This design comes from an exercise in tuning for small area and few clock cycles on the open sky130 flow, not from production work.
In this exercise RTL edits were held to simulation tests only and were not proved equivalent to the original.

==> flow/design.v (outline; a module is shown in full before it is edited, if it fits) <==
// module conv_sum9: 1420 lines
// module conv_top: 131 lines
module conv_top (
	input  logic                  clk,
	input  logic                  rst,
	input  logic                  coef_valid,
	output logic                  coef_ready,
	input  logic [16-1:0]  coef_data,
	input  logic                  pix_valid,
	output logic                  pix_ready,
	input  logic [8-1:0]      pix_data,
	output logic                  out_valid,
	input  logic                  out_ready,
	output logic [2-1:0][20-1:0]     out_data,
	output logic [$clog2(8)-1:0]        out_row,
	output logic [$clog2(8)-1:0]        out_col,
	output logic                  frame_done
);
  // ...
==> flow/run.sh <==
#!/bin/bash
# synth_recipe.tcl (not shown) runs the flow's synth.tcl, then flattens the netlist and writes it again
# the make line also repeats each setting of config.mk as NAME=value (left out here)
make -C /OpenROAD-flow-scripts/flow DESIGN_CONFIG=/design/flow/config.mk WORK_HOME=/design/flow/orfs CLKGATE_MAP_FILE= SYNTH_SCRIPT=/design/flow/synth_recipe.tcl finish
==> flow/config.mk <==
export PLATFORM = sky130hd
export DESIGN_NAME = conv_top
export DESIGN_NICKNAME = conv_top
export VERILOG_FILES = /design/flow/design.v
export SDC_FILE = /design/flow/constraint.sdc
export NUM_CORES = 4
export LEC_CHECK = 0
export ABC_AREA = 1
export CAP_MARGIN = 20
export CORE_MARGIN = 2
export CORE_UTILIZATION = 50
export SLEW_MARGIN = 20
==> flow/constraint.sdc <==
create_clock -name core_clock -period 7.0 [get_ports {clk}]
set_input_delay 1.4000 -clock core_clock [delete_from_list [all_inputs] [get_ports {clk}]]
set_output_delay 1.4000 -clock core_clock [all_outputs]
set_load 0.01 [all_outputs]
==> impl_metrics.env, run 1 <==
export IMPL_outcome="timing/DRC/antenna clean"
export IMPL_wl_met2_mm=67.6
export IMPL_htreeDepth=2
export IMPL_finalSetupViolCount=0
export IMPL_crit_top_cell="fa_1"
export IMPL_slew_viol_final=0
export IMPL_firstDrtPassIters=7
export IMPL_rows=104
export IMPL_seq_cells=478
export IMPL_n_all_buffers=184
export IMPL_die_x_um=289
export IMPL_ys_top_cells_by_count="inv_1 (625), fa_1 (613), edfxtp_1 (466)"
export IMPL_maxClockFrequency_mhz=158
export IMPL_dieArea_mm2=0.0833
export IMPL_num_clock_buffers=67
export IMPL_grt_pass1_wl_mm=231
export IMPL_seq_share=0.320
export IMPL_synth_nets=4445
export IMPL_dp_cells=4813
export IMPL_drtAntennaViolNets=0
export IMPL_yosysSeqAreaShare=0.353
export IMPL_cts_made_buffers=55
export IMPL_critPathKind="reg -> reg"
export IMPL_synth_edff_count=466
export IMPL_synth_top_family_by_area="adder cells"
export IMPL_hp_class="reg -> reg"
export IMPL_path_buf_inv=2
Testbench counts, summed over its fixed seeds: cycles 3,240.
==> run 2, diff against run 1 <==
--- a/flow/config.mk
+++ b/flow/config.mk
@@ -9,4 +9,5 @@
 export CAP_MARGIN = 20
 export CORE_MARGIN = 2
 export CORE_UTILIZATION = 50
+export CTS_BUF_LIST = sky130_fd_sc_hd__clkbuf_4 sky130_fd_sc_hd__clkbuf_8
 export SLEW_MARGIN = 20
==> run 2 against run 1 <==
Register-to-register slack improved by 0.02 ns. Cell count up 1.1%. Worst setup slack gained 0.020 ns. Global-route usage up 0.26 points. Clock-buffer cell count grew 43. Critical path depth unchanged. Hold slack worse by 0.0010 ns. Design area about the same. Via count is 0.93% higher. Synthesized area unchanged. Sequential cell count unchanged. Clock skew grew 0.035 ns. Critical path type unchanged. Largest cell class unchanged. Highest routed layer unchanged.
==> impl_metrics.env, run 2 <==
export IMPL_ys_types=40
export IMPL_critPathKind="reg -> reg"
export IMPL_io_buffers=78
export IMPL_cts_sinks=478
export IMPL_dieArea_mm2=0.0833
export IMPL_drive_above_1_share=0.0819
export IMPL_layout_common_cells="inv_1 (624), fa_1 (613), edfxtp_1 (466)"
export IMPL_crit_top_cell="fa_1"
export IMPL_final_core_util=0.555
export IMPL_synth_most_common_cell="inv_1"
export IMPL_postCtsHoldBufs=0
export IMPL_slowest_stage="nor2_1"
export IMPL_rows=104
export IMPL_synth_area_leaders="edfxtp_1 (35%), fa_1 (30%), o22ai_1 (6.8%)"
export IMPL_drt_first_iter_violations=5045
export IMPL_postLayoutSetupSlackWorst_ns=0.704
export IMPL_track_usage=0.403
export IMPL_maxClockFrequency_mhz=159
export IMPL_syn_inst=3721
export IMPL_critPathArrivalTime_ns=6.80
export IMPL_max_slew_worst_pin_slew_ns=0.991
export IMPL_routed_wl_mm=164
export IMPL_clkTransAtPathRegs_ns=0.06
export IMPL_cts_setup_buffers=0
export IMPL_critPathCaptureType="register"
export IMPL_drtAntennaViolNets=0
export IMPL_die_x_um=289
export IMPL_min_period_ns=6.30
export IMPL_n_fill_cell=7118
export IMPL_synth_largest_area_cell="edfxtp_1"
export IMPL_grt_pass1_vias=31800
export IMPL_start_util=0.504
export IMPL_syn_cell_area_mm2=0.0405
export IMPL_async_flop_share=0.0251
export IMPL_hp_class="reg -> reg"
export IMPL_cts_made_buffers=88
export IMPL_core_area_mm2=0.0804
export IMPL_ys_top_cells_by_count="inv_1 (625), fa_1 (613), edfxtp_1 (466)"
export IMPL_clk_latency_ns=0.79
export IMPL_layout_nets=4567
export IMPL_skew_ns=0.0610
export IMPL_cts_resized=0
export IMPL_final_setup_tns_ns=0
export IMPL_wire_per_inst_um=33.0
export IMPL_required_ns=7.50
export IMPL_firstDrtPassIters=10
export IMPL_root_buffer="clkbuf_8"
export IMPL_die_height_um=289
export IMPL_ys_flop_type="edfxtp_1"
export IMPL_remaining_drc_errors=0
export IMPL_path_buf_inv=2
export IMPL_critical_path_max_stage_delay_ns=0.82
export IMPL_slew_viol_final=0
export IMPL_synth_edff_count=466
export IMPL_netlist_area_leader_share=0.346
export IMPL_yosysSeqAreaShare=0.353
export IMPL_syn_area_per_cell_um2=10.9
export IMPL_startpoint_type="register"
export IMPL_ys_warn_count=1
export IMPL_cts_buffer_depth=3
export IMPL_viasPerCell=6.51
export IMPL_vias=32400
export IMPL_crit_chain="nor2_1, inv_1, o22ai_1, o21bai_1, fa_1, fa_1, fa_1, fa_1, fa_1, fa_1, fa_1, inv_1"
export IMPL_grt_pass1_wl_mm=232
export IMPL_slew_headroom=0.337
export IMPL_finalSetupViolCount=0
export IMPL_num_io_pins=79
export IMPL_overflow=0
export IMPL_htreeDepth=3
export IMPL_cp_top_family="adder cells"
export IMPL_antenna_found_initial=3
export IMPL_max_cap_viol_count=0
export IMPL_outcome="timing/DRC/antenna clean"
export IMPL_synth_nets=4445
export IMPL_crit_fanout=4
export IMPL_regArea_mm2=0.0143
export IMPL_top_regs="s: 144 flops, wq: 144 flops, pq: 72 flops"
export IMPL_pre_cts_ws_ns=0.597
export IMPL_fin_crit_sh=0.899
export IMPL_hold_viol_final=0
export IMPL_cts_tree="yes"
export IMPL_rsz0062_at_grt="no"
export IMPL_multiInputGateArea_mm2=0.0231
export IMPL_grt_max_degree=149
export IMPL_gp_congestion=1.09
export IMPL_final_common_cell="inv_1"
export IMPL_area_delta_synth_final_pct=10.2
export IMPL_dp_hpwl_mm=132
export IMPL_synth_seq_cells=478
[run 2: cell count changes in the layout (fill, tap and decap cells not counted)]
cell	before	now
clkbuf_4	0	21
inv_12	0	2
clkinv_4	3	0
clkinv_16	1	0
clkinvlp_4	5	4
clkinv_1	6	15
clkinv_2	24	30
inv_6	5	1
clkbuf_16	55	0
clkbuf_8	3	89
clkbuf_1	9	0
inv_8	2	5
[run 2: path summary, 6_finish.rpt]
path / startpoint / endpoint / slack (ns) / cells past startpoint
setup / recovery: s[59] / sum_bq[31] / 0.70 / 12
hold / removal: s[45] / s[53] / 0.42 / 0
setup reg to reg: s[59] / sum_bq[31] / 0.70 / 12
hold reg to reg: s[45] / s[53] / 0.42 / 0
max in group asynchronous: rst / qc[0] / 5.68 / 2
min in group asynchronous: rst / out_valid / 0.97 / 2
[run 2: cells by family (layout without fill, tap and decap cells)]
logic type / count (synthesis) / after routing / share of synthesized area
DFF: 478 / 478 / 0.353
xor gates and xnor gates: 95 / 95 / 0.0205
other: 0 / 1 / 0
buffers and inverters: 809 / 997 / 0.0775
and+or+nand+nor: 518 / 518 / 0.0510
adders and majority gates: 695 / 695 / 0.328
AOI/OAI and AO/OA: 1126 / 1126 / 0.170
[run 2: metal layers]
layer  part of all wire  global-route usage  up-vias
met4              0.099               0.308        2
met1               0.36               0.527    16000
met5            0.00067              0.0108        -
met3               0.13               0.122      588
met2               0.41               0.561     2653
li1                   -                   -    13200
[run 2: layout make-up]
class                   instances  area share
multi-input cells            2434       0.517
flip-flops and latches        478       0.320
inverters                     657      0.0561
repair buffers                184      0.0356
clock buffers                 110      0.0310
well taps                    1060      0.0297
clock inverters                46      0.0101
diodes                          1   0.0000561
[run 2: metrics by stage]
stage,instance area (µm²),hold slack (ns),instances
after floorplan,40500,0.400,3721
after global placement,42800,0.400,4813
after detailed placement,42800,0.405,4813
after CTS,44600,0.418,4969
after global routing,44600,0.421,4970
final,44600,0.416,4970

what the ideal ports hide:
The results above use ideal ports. As a check the final layouts listed here were re-extracted and re-timed, cells and wires unchanged.
Step 1, drivers: a clkbuf_16 drives clk and a buf_2 each remaining input, both assumed.
Step 2 moves the port delays by t, midway between the first and last clock arrival at a register: inputs arrive t later, outputs are due t later. That takes back most of the time a late clock gives input paths.
Slacks: ideal ports / drivers / drivers and shift; pairs: ideal ports / drivers.
run	t (ns)	slack for setup (ns)	hold slack, ns	worst setup path after step 2	latest minus earliest clock arrival (ns)
run 1	0.716	0.684 / 0.684 / 0.515	0.417 / 0.417 / 0.417	input to register	0.027 / 0.028
run 2	0.834	0.704 / 0.704 / 0.497	0.416 / 0.416 / 0.416	input to register	0.061 / 0.061
After both steps every run listed still meets setup and hold. For run 2, which loses most, drivers alone change the setup slack by 0.000 ns; drivers and shift together by -0.207 ns.
